Source: an optimization exercise on an open RTL-to-GDS flow (aim: small area, a short achievable clock period and few clock cycles). Production flows keep margins and buffers that such runs may drop.
In this exercise RTL edits were held to simulation tests only and were not proved equivalent to the original.
Power and IR drop assume default switching activity.

$ cat design/flow/design.v
`default_nettype none
package data_mem_pkg;
	typedef enum logic {
		op_read  = 1'b0,
		op_write = 1'b1
	} mem_op_e;
	typedef enum logic [2:0] {
		size_b  = 3'd0,
		size_h  = 3'd1,
		size_w  = 3'd2,
		size_bu = 3'd3,
		size_hu = 3'd4
	} mem_size_e;
	localparam int ROW_LO_W = $clog2((1024 / 4)) / 2;
	localparam int ROW_HI_W = $clog2((1024 / 4)) - ROW_LO_W;
	localparam int ROW_LO_N = 1 << ROW_LO_W;
	localparam int ROW_HI_N = 1 << ROW_HI_W;
	typedef struct packed {
		mem_op_e                 op;
		logic                    err;
		logic [1:0]              offs;
		logic                    half;    
		logic                    byte1;   
		logic                    sext;    
	} load_info_t;
endpackage
`default_nettype wire
`timescale 1ns/1ps
`default_nettype none
module mem_req_steer (
	input  logic                     req_op,
	input  logic [2:0]               req_size,
	input  logic [32-1:0]   req_addr,
	input  logic [32-1:0]   req_wdata,
	input  logic                     accept,
	output logic [4-1:0]    lane_we,
	output logic [4*data_mem_pkg::ROW_LO_N-1:0] lane_lo,
	output logic [4*data_mem_pkg::ROW_HI_N-1:0] lane_hi,
	output logic [4*8-1:0]  lane_wbyte,
	output data_mem_pkg::load_info_t info
);
	localparam int LO_W = data_mem_pkg::ROW_LO_W;
	localparam int HI_W = data_mem_pkg::ROW_HI_W;
	localparam int LO_N = data_mem_pkg::ROW_LO_N;
	localparam int HI_N = data_mem_pkg::ROW_HI_N;
	logic            sz_b, sz_h;
	logic            err;
	logic [1:0]      s;
	logic [LO_W-1:0] lo_a;
	logic [HI_W-1:0] hi_a;
	logic [LO_N-1:0] lo_s, lo_n;
	logic [HI_N-1:0] hi_s, hi_n;
	assign sz_b = req_size == 3'd0 || req_size == 3'd3;
	assign sz_h = req_size == 3'd1 || req_size == 3'd4;
	assign err = (|req_addr[32-1:10])
		|| (sz_h && (&req_addr[9:0]))
		|| (!sz_b && !sz_h && (&req_addr[9:2]) && (|req_addr[1:0]));
	assign s    = req_addr[1:0];
	assign lo_a = req_addr[2 +: LO_W];
	assign hi_a = req_addr[2 + LO_W +: HI_W];
	for (genvar i = 0; i < LO_N; i++) begin : g_lo
		assign lo_s[i] = lo_a == LO_W'(i);
	end
	for (genvar i = 0; i < HI_N; i++) begin : g_hi
		assign hi_s[i] = hi_a == HI_W'(i);
	end
	assign lo_n = {lo_s[LO_N-2:0], lo_s[LO_N-1]};
	assign hi_n = lo_s[LO_N-1] ? {hi_s[HI_N-2:0], hi_s[HI_N-1]} : hi_s;
	for (genvar k = 0; k < 4; k++) begin : g_lane
		logic [1:0] offs;
		logic       inc;
		logic       in_acc;
		assign offs   = 2'(k) - s;
		assign inc    = 2'(k) < s;
		assign in_acc = sz_b ? offs == 2'd0 : sz_h ? !offs[1] : 1'b1;
		assign lane_we[k]                 = accept && req_op && !err && in_acc;
		assign lane_lo[k*LO_N +: LO_N]    = inc ? lo_n : lo_s;
		assign lane_hi[k*HI_N +: HI_N]    = inc ? hi_n : hi_s;
		assign lane_wbyte[8*k +: 8]       = req_wdata[8*offs +: 8];
	end
	assign info.op    = data_mem_pkg::mem_op_e'(req_op);
	assign info.err   = err;
	assign info.offs  = s;
	assign info.half  = sz_h;
	assign info.byte1 = sz_b;
	assign info.sext  = req_size == 3'd0 || req_size == 3'd1;
endmodule
`default_nettype wire
`timescale 1ns/1ps
`default_nettype none
module mem_byte_bank (
	input  logic                                clk,
	input  logic                                we,
	input  logic [data_mem_pkg::ROW_LO_N-1:0]   lo,
	input  logic [data_mem_pkg::ROW_HI_N-1:0]   hi,
	input  logic [7:0]                          wbyte,
	output logic [7:0]                          rdata
);
	localparam int LO_N = data_mem_pkg::ROW_LO_N;
	localparam int HI_N = data_mem_pkg::ROW_HI_N;
	logic [7:0] grp [HI_N];
	for (genvar h = 0; h < HI_N; h++) begin : g_grp
		logic [7:0] row_q [LO_N];
		logic [7:0] acc   [LO_N+1];
		assign acc[0] = '0;
		for (genvar l = 0; l < LO_N; l++) begin : g_row
			always_ff @(posedge clk) begin
				if (we && hi[h] && lo[l])
					row_q[l] <= wbyte;
			end
			assign acc[l+1] = acc[l] | (row_q[l] & {8{lo[l]}});
		end
		assign grp[h] = acc[LO_N] & {8{hi[h]}};
	end
	always_comb begin
		rdata = '0;
		for (int h = 0; h < HI_N; h++)
			rdata |= grp[h];
	end
endmodule
`default_nettype wire
`timescale 1ns/1ps
`default_nettype none
module mem_load_format (
	input  logic                     clk,
	input  logic                     rst,
	input  logic                     accept,
	input  data_mem_pkg::load_info_t info,
	input  logic [4*8-1:0]  lane_data,
	output logic                     slot_free,
	output logic                     rsp_valid,
	input  logic                     rsp_ready,
	output logic                     rsp_op,
	output logic                     rsp_err,
	output logic [32-1:0]   rsp_rdata
);
	typedef struct packed {
		logic                    op;
		logic                    err;
		logic [32-1:0]  lanes;
		logic [1:0]              offs;
		logic [4-1:0]   sign_sel;   
		logic                    ext1;       
		logic                    ext2;       
	} slot_t;
	logic   valid_q;
	slot_t  main_q;
	slot_t  main_d;
	logic   zero;
	logic [1:0] sign_lane;
	logic [32-1:0] word;
	logic   sign;
	assign rsp_valid = valid_q;
	assign slot_free = !valid_q || rsp_ready;
	always_ff @(posedge clk, posedge rst) begin
		if (rst)
			valid_q <= 1'b0;
		else if (slot_free)
			valid_q <= accept;
	end
	always_ff @(posedge clk) begin
		if (accept)
			main_q <= main_d;
	end
	assign zero      = info.err || info.op == data_mem_pkg::op_write;
	assign sign_lane = info.offs + {1'b0, !info.byte1};
	assign main_d.op    = info.op;
	assign main_d.err   = info.err;
	assign main_d.lanes = zero ? '0 : lane_data;
	assign main_d.offs  = info.offs;
	for (genvar k = 0; k < 4; k++) begin : g_sel
		assign main_d.sign_sel[k] = info.sext && sign_lane == 2'(k);
	end
	assign main_d.ext1  = info.byte1;
	assign main_d.ext2  = info.byte1 || info.half;
	for (genvar j = 0; j < 4; j++) begin : g_word
		logic [1:0] lane;
		assign lane           = 2'(j) + main_q.offs;
		assign word[8*j +: 8] = main_q.lanes[8*lane +: 8];
	end
	always_comb begin
		sign = 1'b0;
		for (int k = 0; k < 4; k++)
			sign |= main_q.sign_sel[k] && main_q.lanes[8*k+7];
	end
	assign rsp_op           = main_q.op;
	assign rsp_err          = main_q.err;
	assign rsp_rdata[7:0]   = word[7:0];
	assign rsp_rdata[15:8]  = main_q.ext1 ? {8{sign}}  : word[15:8];
	assign rsp_rdata[31:16] = main_q.ext2 ? {16{sign}} : word[31:16];
endmodule
`default_nettype wire
`timescale 1ns/1ps
`default_nettype none
module data_mem (
	input  logic                   clk,
	input  logic                   rst,
	input  logic                   req_valid,
	output logic                   req_ready,
	input  logic                   req_op,
	input  logic [2:0]             req_size,
	input  logic [32-1:0] req_addr,
	input  logic [32-1:0] req_wdata,
	output logic                   rsp_valid,
	input  logic                   rsp_ready,
	output logic                   rsp_op,
	output logic                   rsp_err,
	output logic [32-1:0] rsp_rdata
);
	localparam int LO_N = data_mem_pkg::ROW_LO_N;
	localparam int HI_N = data_mem_pkg::ROW_HI_N;
	logic                     slot_free;
	logic                     accept;
	data_mem_pkg::load_info_t info;
	logic [4-1:0]    lane_we;
	logic [4*LO_N-1:0] lane_lo;
	logic [4*HI_N-1:0] lane_hi;
	logic [4*8-1:0]  lane_wbyte;
	logic [4*8-1:0]  lane_data;
	assign req_ready = slot_free;
	assign accept    = req_valid && slot_free;
	mem_req_steer i_steer (
		.req_op    (req_op),
		.req_size  (req_size),
		.req_addr  (req_addr),
		.req_wdata (req_wdata),
		.accept    (accept),
		.lane_we   (lane_we),
		.lane_lo   (lane_lo),
		.lane_hi   (lane_hi),
		.lane_wbyte(lane_wbyte),
		.info      (info)
	);
	for (genvar k = 0; k < 4; k++) begin : g_lane
		mem_byte_bank i_bank (
			.clk   (clk),
			.we    (lane_we[k]),
			.lo    (lane_lo[k*LO_N +: LO_N]),
			.hi    (lane_hi[k*HI_N +: HI_N]),
			.wbyte (lane_wbyte[8*k +: 8]),
			.rdata (lane_data[8*k +: 8])
		);
	end
	mem_load_format i_format (
		.clk       (clk),
		.rst       (rst),
		.accept    (accept),
		.info      (info),
		.lane_data (lane_data),
		.slot_free (slot_free),
		.rsp_valid (rsp_valid),
		.rsp_ready (rsp_ready),
		.rsp_op    (rsp_op),
		.rsp_err   (rsp_err),
		.rsp_rdata (rsp_rdata)
	);
endmodule
`default_nettype wire
$ cat design/flow/constraint.sdc
create_clock -name core_clock -period 6.0 [get_ports {clk}]
set_input_delay 1.2000 -clock core_clock [delete_from_list [all_inputs] [get_ports {clk}]]
set_output_delay 1.2000 -clock core_clock [all_outputs]
set_load 0.01 [all_outputs]
$ cat design/flow/config.mk
export PLATFORM = sky130hd
export DESIGN_NAME = data_mem
export DESIGN_NICKNAME = data_mem
export VERILOG_FILES = /design/flow/design.v
export SDC_FILE = /design/flow/constraint.sdc
export NUM_CORES = 4
export LEC_CHECK = 0
export CAP_MARGIN = 20
export CORE_MARGIN = 2
export CORE_UTILIZATION = 40
export SETUP_SLACK_MARGIN = 2.3
export SLEW_MARGIN = 20
export TNS_END_PERCENT = 10
$ cat design/flow/run.sh
#!/bin/bash
# synth_recipe.tcl (not shown) runs the flow's synth.tcl, then flattens the netlist and writes it again
# the make line also repeats each setting of config.mk as NAME=value (left out here)
make -C /OpenROAD-flow-scripts/flow DESIGN_CONFIG=/design/flow/config.mk WORK_HOME=/design/flow/orfs CLKGATE_MAP_FILE= SYNTH_SCRIPT=/design/flow/synth_recipe.tcl finish
==> impl.org, run 1 <==
** Global routing
- Largest net degree at the start of global routing :: 200
- The first global-routing pass estimated about 1500000 um of wire.
- The via count of the first global-routing pass was 180000.
- Global route overflow :: 0
- Antenna violations before repair :: 92
- For this run, the total global-route usage over all layers was measured as 0.263.

** Power and ir drop
- Post-layout power :: 123 mW
- VDD sags by at most approximately 0.00035 V.
- Cell Pwr Density :: approximately 330 nW/um2
- Leak pwr :: 117 nW

** Logic synthesis
- Number of nets produced by synthesis :: roughly 18000
- Most instantiated flip-flop cell in the synthesis netlist :: edfxtp_1
- Warning count from the yosys run :: 35
- Averaged over all synthesized cells, the footprint is roughly 18 um2.
- Area share of the largest cell type after synthesis :: 0.795
- Unique cell type count in the Yosys netlist :: 95
- Synthesis inferred approximately 8000 register bits.
- Cell types occupying the most area after synthesis :: edfxtp_1, a22oi_1, mux2i_1, mux4_2, nor2_1
- Syn Std Cell Area :: 311000 um2
- Sequential element share of the synthesized area :: 0.795
- Number of cells produced by synthesis :: approximately 18000
- In this run, synthesis inferred around 8200 flip-flops with an integrated enable.
- Library cell occupying the most area in the post-synthesis netlist :: edfxtp_1
- Share of async-settable or async-resettable flops after synthesis :: 0.000121

** Layout
- Area delta synth->final :: 18.9%
- After filler insertion, the fill cell instance count of the layout stands at between 60000 and 70000.
- Layout cell share with drive strength beyond 1 :: 0.219
- For this run, the post-layout net count is 19500.

** Critical path
- Measured in cells, the most critical reg-to-reg path has a length of 8.
- R2r endpoint :: i_format.main_q[30]$_SDFFCE_PP0P_
- Endpoint required time on the critical path :: 6.90 ns
- For flop-to-flop paths, the worst setup slack is 2.67 ns.
- The startpoint identified for the worst register-to-register timing path is g_lane[2].i_bank.g_grp[14].row_q[9][6]$_DFFE_PP_.
- Endpoint type of the worst setup path :: flop
- STA classifies the critical path startpoint as an input port.
- Data on the critical path arrives at its endpoint at 5.06 ns.
- In this run the worst path has a maximum fanout of 37.
- The critical path is of the input port to flop type.

** Detailed routing
- Drt drc :: 0
- Drt first pass iters :: 10
- Dividing the detail-routed wire length by the instance count gives around 35 um.
- Vias :: 190000
- After detailed routing, the number of vias per cell comes to roughly 6.2.
- In this run the remaining antenna-violating nets after routing total 0.
- The routed design has 1070000 um of wire.
- In this run, the number of DRC markers left after iteration 0 of detailed routing was 31500.

** Floorplanning
- Initial cell density of the core :: 0.402
- The die is between 800 and 900 um wide.
- The core region is 774000 um2.
- The die covers between 700000 and 800000 um2.
- Die boundary height :: 886 um
- 108 I/O pins were placed.
- In this run the core area contains 323 standard-cell rows.

** STA
- For the pin with the worst max-slew slack, the measured transition is around 1.3 ns.
- Tightest slew margin relative to the limit :: 0.104
- The worst path meets setup with 1.84 ns of slack.
- Final-report setup violation count :: 0
- Final count of pins violating max slew :: 0
- Peak Freq :: 0.241 GHz
- For the final database, setup skew stands at between 0.1 and 0.15 ns.
- Period utilisation layout :: 0.693
- Number of failing hold endpoints at the final stage :: 0
- Setup repair after global routing missed its margin :: yes
- For the finished layout, the period the worst path requires is 4.16 ns.

** Job
- Max Cap Violations :: 0

** Placed design
- After legalization and detailed placement, the total HPWL measured 676000 um.
- Port Buffers :: ~110
- Before CTS, the worst setup slack after placement is -0.0904 ns.
- GPL Wtd Cong :: 0.954

** Clocking
- CTS sink cnt :: 8235
- Maximum buffer depth of the clock tree :: 4
- The number of hold buffers added after CTS was 0.
- TritonCTS clock tree :: built
- In this run, CTS created clock tree buffers numbering 815.
- After clock tree synthesis, the clock-pin slew on the worst setup and hold paths is approximately 0.06 ns.
- Insertion delay to the later sink of the worst-skew pair :: about 1.2 ns
- In this run the clock root is driven by a clkbuf_16.
- In this run the number of H-tree levels came out at 6.

** Outcome
- Run status :: complete, no violations

** Hold path
- Hold Crit Class :: input port to asynchronous set/reset pin
## cells by family (layout without fill, tap and decap cells)
logic type                 count (synthesis)  in the layout  share of synthesized area
xor gates and xnor gates                  10             11                   0.000427
and+or+nand+nor                         2818           2822                     0.0389
buffers and inverters                   1179           3795                     0.0174
DFF                                     8235           8235                      0.795
AOI/OAI and AO/OA                       4099           4100                     0.0993
muxes                                   1162           1163                     0.0484
other                                      0             99                          0
adders and majority gates                  7              7                   0.000282
## cell usage in the layout, fill, tap and decap left out, types with 35 or more instances in the layout
master / n
edfxtp_1: 8234
buf_4: 1818
nor2_1: 1272
a22oi_1: 1265
clkbuf_16: 823
nand2_1: 649
mux2i_1: 648
a222oi_1: 428
o21ai_0: 385
a21oi_1: 378
a221oi_1: 365
a22o_1: 329
mux2_2: 239
buf_12: 238
clkinv_1: 222
a31oi_1: 214
mux4_2: 214
clkbuf_1: 171
clkinv_2: 148
nand3_1: 147
nor2_4: 139
diode_2: 99
and3_1: 93
o22ai_1: 83
buf_6: 74
o2111ai_1: 72
o2bb2ai_1: 71
nand4_1: 68
nor2_2: 66
nor3_1: 61
clkdlybuf4s50_1: 59
bufinv_16: 58
nand2_2: 48
a211oi_1: 45
nor4_1: 42
a2111oi_0: 39
o211ai_1: 37
nand2b_1: 35
## flip-flops by register name, summed over array words and instances (netlist names)
signal and flops:
g_lane.i_bank.g_grp.row_q 8192, i_format.main_q 42, i_format.valid_q 1
## cell type report
type	instances	area, um2	area share
well taps	10200	12800	0.0347
multi-input cells	8103	62100	0.168
flip-flops and latches	8235	247000	0.669
clock inverters	514	4720	0.0128
diodes	99	248	0.000670
clock buffers	992	21200	0.0573
repair buffers	2268	21200	0.0573
inverters	21	98.8	0.000267
## metrics by stage
step / hold WS (ns) / setup TNS [ns] / std cells / utilization / area, um2
3_5_place_dp: 0.533 / -0.0904 / 28700 / 0.437 / 338000
6_report: 0.246 / 0 / 30500 / 0.477 / 370000
5_1_grt: 0.242 / 0 / 30400 / 0.477 / 369000
4_1_cts: 0.171 / 0 / 30300 / 0.475 / 368000
2_1_floorplan: 0.622 / 0 / 17500 / - / 311000
3_3_place_gp: 0.519 / -371.23 / 28700 / 0.437 / 338000
## critical path, cell delays in order
cell and delay, ns:
buf_16 0.14, nand2_1 0.29, buf_6 0.32, nor2_4 0.25, buf_4 0.28, a22o_1 0.22, a221oi_1 0.23, o2111ai_1 0.29
o21ai_0 0.73, nor4bb_1 0.60, a31oi_2 0.15, buf_4 0.17
## repair_timing
| action | in CTS | in global routing |
|---|---|---|
| endpoints found under the hold margin | 0 | 0 |
| endpoints found under the setup margin | 8352 | 6477 |
| pin swaps | 26 | 36 |
| resized for setup | 544 | 266 |
| cloned | 14 | 4 |
| setup buffers | 107 | 48 |
## synthesized netlist by cell type (153+ instances only)
master and instances:
clkbuf_1 481, mux2i_1 668, nand3_1 153, o21ai_0 421, a31oi_1 248, edfxtp_1 8234, nand2_1 704, nor2_1 1474
a221oi_1 384, buf_2 433, mux2_2 245, a222oi_1 428, a22oi_1 1270, a21oi_1 410, a22o_1 329, mux4_2 246
## how the worst max path moves through the flow
stage                     slack (ns)                                              end                              start  cells past startpoint
final                           1.84                i_format.main_q[34]$_SDFFCE_PP0P_                        req_addr[3]                     12
after global routing            1.97                                    rsp_rdata[14]  i_format.main_q[23]$_SDFFCE_PP0P_                      7
after CTS                       1.93                                    rsp_rdata[14]  i_format.main_q[23]$_SDFFCE_PP0P_                      7
after detailed placement       -0.09                i_format.main_q[22]$_SDFFCE_PP0P_                        req_addr[5]                     11
after global placement         -0.40  g_lane[0].i_bank.g_grp[8].row_q[7][4]$_DFFE_PP_                        req_addr[0]                     14
after floorplan                 1.75  g_lane[0].i_bank.g_grp[4].row_q[0][0]$_DFFE_PP_                       req_addr[14]                     10
## power breakdown
part	total (mW)	switching (mW)	internal, mW
Combinational	8.09	6.10	2.00
Clock	50.0	22.3	27.7
Sequential	64.5	0.0140	64.5
## routing by layer
layer,vias up,track usage,wire [um]
met1,97800,0.352,393000
met5,-,0,264
li1,76200,-,-
met4,36,0.139,67500
met3,2596,0.0634,131000
met2,13700,0.398,479000
Testbench counts, summed over its fixed seeds: cycles 16,008.
==> run 2: changes to the inputs <==
--- a/design/flow/design.v
+++ b/design/flow/design.v
@@ -138,18 +138,18 @@
 		logic                    op;
 		logic                    err;
 		logic [32-1:0]  lanes;
-		logic [1:0]              offs;
-		logic [4-1:0]   sign_sel;   
-		logic                    ext1;       
-		logic                    ext2;       
+		logic [4*2-1:0] lane_of;    
+		logic [4-1:0]   fill1;      
+		logic [4-1:0]   fill2;      
 	} slot_t;
 	logic   valid_q;
 	slot_t  main_q;
 	slot_t  main_d;
 	logic   zero;
+	logic   ext1, ext2;
 	logic [1:0] sign_lane;
 	logic [32-1:0] word;
-	logic   sign;
+	logic   sign1, sign2;
 	assign rsp_valid = valid_q;
 	assign slot_free = !valid_q || rsp_ready;
 	always_ff @(posedge clk, posedge rst) begin
@@ -163,31 +163,35 @@
 			main_q <= main_d;
 	end
 	assign zero      = info.err || info.op == data_mem_pkg::op_write;
+	assign ext1      = info.byte1;
+	assign ext2      = info.byte1 || info.half;
 	assign sign_lane = info.offs + {1'b0, !info.byte1};
-	assign main_d.op    = info.op;
-	assign main_d.err   = info.err;
-	assign main_d.lanes = zero ? '0 : lane_data;
-	assign main_d.offs  = info.offs;
-	for (genvar k = 0; k < 4; k++) begin : g_sel
-		assign main_d.sign_sel[k] = info.sext && sign_lane == 2'(k);
-	end
-	assign main_d.ext1  = info.byte1;
-	assign main_d.ext2  = info.byte1 || info.half;
+	assign main_d.op  = info.op;
+	assign main_d.err = info.err;
+	for (genvar k = 0; k < 4; k++) begin : g_lane
+		logic [1:0] pos;
+		logic       keep;
+		logic       sign_k;
+		assign pos    = 2'(k) - info.offs;
+		assign keep   = !zero && !(pos == 2'd1 && ext1) && !(pos[1] && ext2);
+		assign sign_k = !zero && info.sext && sign_lane == 2'(k) && lane_data[8*k+7];
+		assign main_d.lanes[8*k +: 8]   = keep ? lane_data[8*k +: 8] : 8'h0;
+		assign main_d.lane_of[2*k +: 2] = 2'(k) + info.offs;
+		assign main_d.fill1[k]          = sign_k && ext1;
+		assign main_d.fill2[k]          = sign_k && ext2;
+	end
 	for (genvar j = 0; j < 4; j++) begin : g_word
 		logic [1:0] lane;
-		assign lane           = 2'(j) + main_q.offs;
+		assign lane           = main_q.lane_of[2*j +: 2];
 		assign word[8*j +: 8] = main_q.lanes[8*lane +: 8];
 	end
-	always_comb begin
-		sign = 1'b0;
-		for (int k = 0; k < 4; k++)
-			sign |= main_q.sign_sel[k] && main_q.lanes[8*k+7];
-	end
+	assign sign1 = |main_q.fill1;
+	assign sign2 = |main_q.fill2;
 	assign rsp_op           = main_q.op;
 	assign rsp_err          = main_q.err;
 	assign rsp_rdata[7:0]   = word[7:0];
-	assign rsp_rdata[15:8]  = main_q.ext1 ? {8{sign}}  : word[15:8];
-	assign rsp_rdata[31:16] = main_q.ext2 ? {16{sign}} : word[31:16];
+	assign rsp_rdata[15:8]  = word[15:8]  | {8{sign1}};
+	assign rsp_rdata[31:16] = word[31:16] | {16{sign2}};
 endmodule
 `default_nettype wire
 `timescale 1ns/1ps
--- a/design/flow/config.mk
+++ b/design/flow/config.mk
@@ -7,7 +7,7 @@
 export LEC_CHECK = 0
 export CAP_MARGIN = 20
 export CORE_MARGIN = 2
-export CORE_UTILIZATION = 40
+export CORE_UTILIZATION = 50
 export SETUP_SLACK_MARGIN = 2.3
 export SLEW_MARGIN = 20
 export TNS_END_PERCENT = 10
==> run 2 against run 1 <==
Compared with the run above:
- via count up 6.2%
- total power up 1.2%
- global-route usage up 12 points
- cell count down 6.1%
- cell area up 0.43%
- register-to-register slack worse by 0.18 ns
==> impl.org, run 2 <==
** Detailed routing
- Vias :: 202000 (+6.2%)
- The final routed wirelength across all metal layers is 1230000 um (+15%).
- The mean number of vias per cell was 7.06 (+13%).
- Drt first pass iters :: 14 (+4)
- The violation count after the first detailed-route iteration is 38400 (+22%).
- Wire per inst :: 43.2 um (+23%)
- The remaining design rule violation count is 0 (unchanged).
- Post-route antenna net violation count :: 0 (unchanged)

** Logic synthesis
- Area share of the largest cell type after synthesis :: 0.796 (about the same)
- The count of distinct cell types in the synthesized netlist is 99 (+4.2%).
- Number of nets produced by synthesis :: 17600 (+0.15%)
- edfxtp_1 takes more of the synthesized area than any other cell.
- Most instantiated flip-flop cell in the synthesis netlist :: edfxtp_1
- Most instantiated library cell after synthesis :: edfxtp_1
- Share of async-settable or async-resettable flops after synthesis :: 0.000121 (about the same)
- Number of cells produced by synthesis :: 17500 (+0.14%)
- The number of flops mapped to enable cells by yosys is 8240 (+0.073%).
- Syn Std Cell Area :: 311000 um2 (about the same)
- Mean post-synth cell area :: 17.7 um2 (-0.13%)
- Warning count from the yosys run :: 35 (unchanged)
- The register bit count reported by yosys is 8241 (+0.073%).
- The sequential-to-total area share from yosys stat came to 0.796 (about the same).
- Yosys attributes the largest share of cell area to edfxtp_1, a22oi_1, mux2i_1, a221oi_1, nor2_1.
- Top cells by count, synth :: edfxtp_1, nor2_1, a22oi_1

** Critical path
- The critical-path maximum fanout was 38 (+2.7%).
- The cell depth of the worst flop-to-flop path is 10 (+2).
- The worst setup path is launched from an input port.
- The data required time of the worst path was 6.97 ns (+0.07 ns).
- Data arrival, critical path :: 5.20 ns (+0.14 ns)
- The critical path is of the input port to flop type.
- R2r endpoint :: i_format.main_q[7]$_DFFE_PP_
- Worst flop-to-flop path startpoint :: g_lane[3].i_bank.g_grp[3].row_q[14][7]$_DFFE_PP_
- Endpoint type of the worst setup path :: flop
- The worst setup slack for register-to-register paths is 2.49 ns (-0.18 ns).

** Layout
- Net total in the final layout :: 19600 (+0.44%)
- In the final layout, the registers with the most flip-flops are g_lane.i_bank.g_grp.row_q (8192), i_format.main_q (48), i_format.valid_q (1).
- More flip-flops sit in one register than any other, and that register is g_lane.i_bank.g_grp.row_q.
- The share of post-route cells with drive strength above 1 was 0.232 (+0.0124).
- Fill count :: 45400 (-29%)
- The final cell count without fillers is 28600 (-6.1%).
- From synthesis to final layout, the design area changed by 19.4%.
- Number of flip-flops in the largest register :: 8192 (unchanged)
- Leading cell types in the layout, fill and taps excluded :: edfxtp_1, buf_4, a22oi_1
- Leaving out fill and tap cells, the most frequent cell in the layout is edfxtp_1.
- The summed area of non-filler cells in the final layout is 371000 um2 (+0.43%).
- Final design utilization :: 0.599 (+0.122)

** Global routing
- The via count of the first global-routing pass was 187000 (+4.1%).
- Antenna violations before repair :: 121 (+32%)
- The overall fraction of global-route tracks in use came to 0.383 (+0.121).
- First-pass GRT wire length :: 1640000 um (+12%)
- The met1 capacity usage during global routing is 0.509 (+0.157).
- The routing usage on met2 was 0.544 (+0.145).
- The layer flagged by global routing as most heavily used is met2.
- The remaining global-route overflow came to 0 (unchanged).
- Largest net degree at the start of global routing :: 148 (-26%)
- The global-route track usage on met3 was 0.143 (+0.0797).

** STA
- The transition time at the pin with the least slew margin was 1.32 ns (-0.0220 ns).
- The setup total negative slack came to 0 ns (unchanged).
- The post-route fraction of the period consumed by the critical path is 0.705 (+0.0118).
- The number of hold violations in the final report was 0 (unchanged).
- Final-report setup violation count :: 0 (unchanged)
- Setup repair after global routing missed its margin :: yes
- Peak Freq :: 0.237 GHz (-1.7%)
- The final worst clock skew is 0.0731 ns (-0.0594 ns).
- Final count of pins violating max slew :: 0 (unchanged)
- The post-layout minimum cycle time came to 4.23 ns (+0.0706 ns).
- Tightest slew margin relative to the limit :: 0.118 (+0.0138)

** Placed design
- The number of cells after detailed placement came to 26600 (-7.1%).
- The half-perimeter wire length of the detailed placement result is 776000 um (+15%).
- Port Buffers :: 107 (unchanged)
- Post-place instance area :: 336000 um2 (-0.63%)
- The final RePlAce weighted congestion came to 0.990 (+3.8%).

** Clocking
- The number of buffers between clock root and the deepest sink was 4 (unchanged).
- CTS clock-pin slew for the worst setup and hold paths :: 0.06 ns (about the same)
- CTS buffer count :: 820 (+0.61%)
- Cell at the root of the clock tree :: clkbuf_16
- The number of hold-repair buffers added at the cts stage is 0 (unchanged).
- H-tree depth :: 6 (unchanged)
- TritonCTS clock tree :: built
- The insertion delay to the later sink of the worst-skew pair is 1.19 ns (-0.03 ns).
- CTS sink cnt :: 8241 (+0.073%)

** Power and ir drop
- Leak pwr :: 118 nW (+0.67%)
- Post-layout power :: 124 mW (+1.2%)
- The cell area power density is 334 nW/um2 (+0.75%).
- The worst ir drop on vdd came to 0.000391 V (+13%).

** Floorplanning
- The horizontal die dimension came to 793 um (-11%).
- I/O pins :: 108 (unchanged)
- The cell row count came to 289 (-11%).
- The total die area was 628000 um2 (-20%).
- Die boundary height :: 793 um (-11%)
- Initial cell density of the core :: 0.502 (+0.100)
- The placeable core region is 619000 um2 (-20%).

** Outcome
- Run status :: complete, no violations

** Job
- The max-capacitance violation count came to 0 (unchanged).

** Hold path
- Hold Crit Class :: input port to asynchronous set/reset pin
-- run 2: timing repair --
| item | in CTS | in global routing |
|---|---|---|
| setup buffers | 270 | 47 |
| setup endpoints to repair | 8215 | 7952 |
| pin swaps | 109 | 23 |
| gates cloned | 36 | 10 |
| gates resized for setup | 906 | 279 |
-- run 2: logic make-up (layout without fill, tap and decap cells) --
family,after synthesis,count (layout),share of synthesized area
DFF,8241,8241,0.796
buffers and inverters,1193,3867,0.0167
AOI/OAI and AO/OA,4316,4316,0.107
xor gates and xnor gates,9,9,0.000326
adders and majority gates,8,8,0.000322
muxes,1072,1072,0.0411
other,0,113,0
and+or+nand+nor,2696,2700,0.0384
-- run 2: power breakdown --
group | internal [mW] | total, mW | leakage (nW) | switching, mW
registers | 64.6 | 64.6 | 74.1 | 0.0204
logic | 2.21 | 9.09 | 31.4 | 6.88
clock network | 27.9 | 50.4 | 12.6 | 22.5
-- run 2: metal layers --
layer	share of wire	wire length (um)
met4	0.070	86800
met3	0.16	199000
met2	0.42	521000
met1	0.35	427000
met5	0.00076	933
-- run 2: cell type report --
type | count | area [um2] | area share
diodes | 113 | 283 | 0.000762
repair buffers | 2346 | 23400 | 0.0630
inverters | 15 | 100 | 0.000270
clock inverters | 479 | 4420 | 0.0119
clock buffers | 1027 | 21400 | 0.0577
well taps | 8293 | 10400 | 0.0280
flip-flops and latches | 8241 | 247000 | 0.667
multi-input cells | 8105 | 63700 | 0.172
-- run 2: metrics by stage --
step	setup slack, ns	hold WS [ns]
global placement	-0.200	0.519
finish	1.77	0.141
CTS	2.03	0.0909
floorplan	1.42	0.622
global route	2.00	0.137
detailed placement	-0.143	0.541
-- run 2: worst max-delay path by stage --
stage,from,endpoint,cells past startpoint
after floorplan,req_addr[1],g_lane[1].i_bank.g_grp[0].row_q[0][7]$_DFFE_PP_,6
after detailed placement,req_addr[0],i_format.main_q[4]$_DFFE_PP_,14
final,req_addr[3],i_format.main_q[45]$_SDFFCE_PN0P_,12
after global placement,req_addr[0],i_format.main_q[4]$_DFFE_PP_,14
after CTS,i_format.main_q[46]$_SDFFCE_PN0P_,rsp_rdata[6],3
after global routing,i_format.main_q[14]$_DFFE_PP_,rsp_rdata[10],8
-- run 2: critical path: stages --
cell	delay (ns)
buf_16	0.14
buf_12	0.21
buf_12	0.19
nor3b_4	1.10
buf_4	0.40
a22oi_1	0.13
o2111ai_1	0.31
a21oi_1	0.07
o221ai_1	0.62
a2111oi_0	0.16
buf_4	0.22
a31oi_1	0.28
Testbench counts of run 2, summed over its fixed seeds: cycles 16,008.

## afterwards: timing with drivers on the ports
Ports are ideal in the flow. The routed layouts listed here were re-timed in OpenROAD.
Step 1 sets driving cells, clkbuf_16 on the clock port and buf_2 on the other inputs (assumed; they add their load-dependent delay and slew).
Step 2, shift: input delay + t, output delay - t, t = (earliest + latest rising clock arrival at the registers) / 2. This alone moves slack from input paths to output paths.
a / b / c = ideal / step 1 / step 2; a / b = the first two.
| run | t, ns | setup WS [ns] | clock arrival spread, ns | pins driven straight from the clock port |
|---|---|---|---|---|
| run 1 | 1.286 | 1.843 / 1.859 / 0.600 | 0.134 / 0.134 | 1 |
| run 2 | 1.296 | 1.773 / 1.512 / 0.217 | 0.099 / 0.099 | 1 |
After both steps every run listed still meets setup and hold. The setup slack of run 2, which loses most, moves by -0.261 ns with the drivers and by -1.556 ns with both steps.
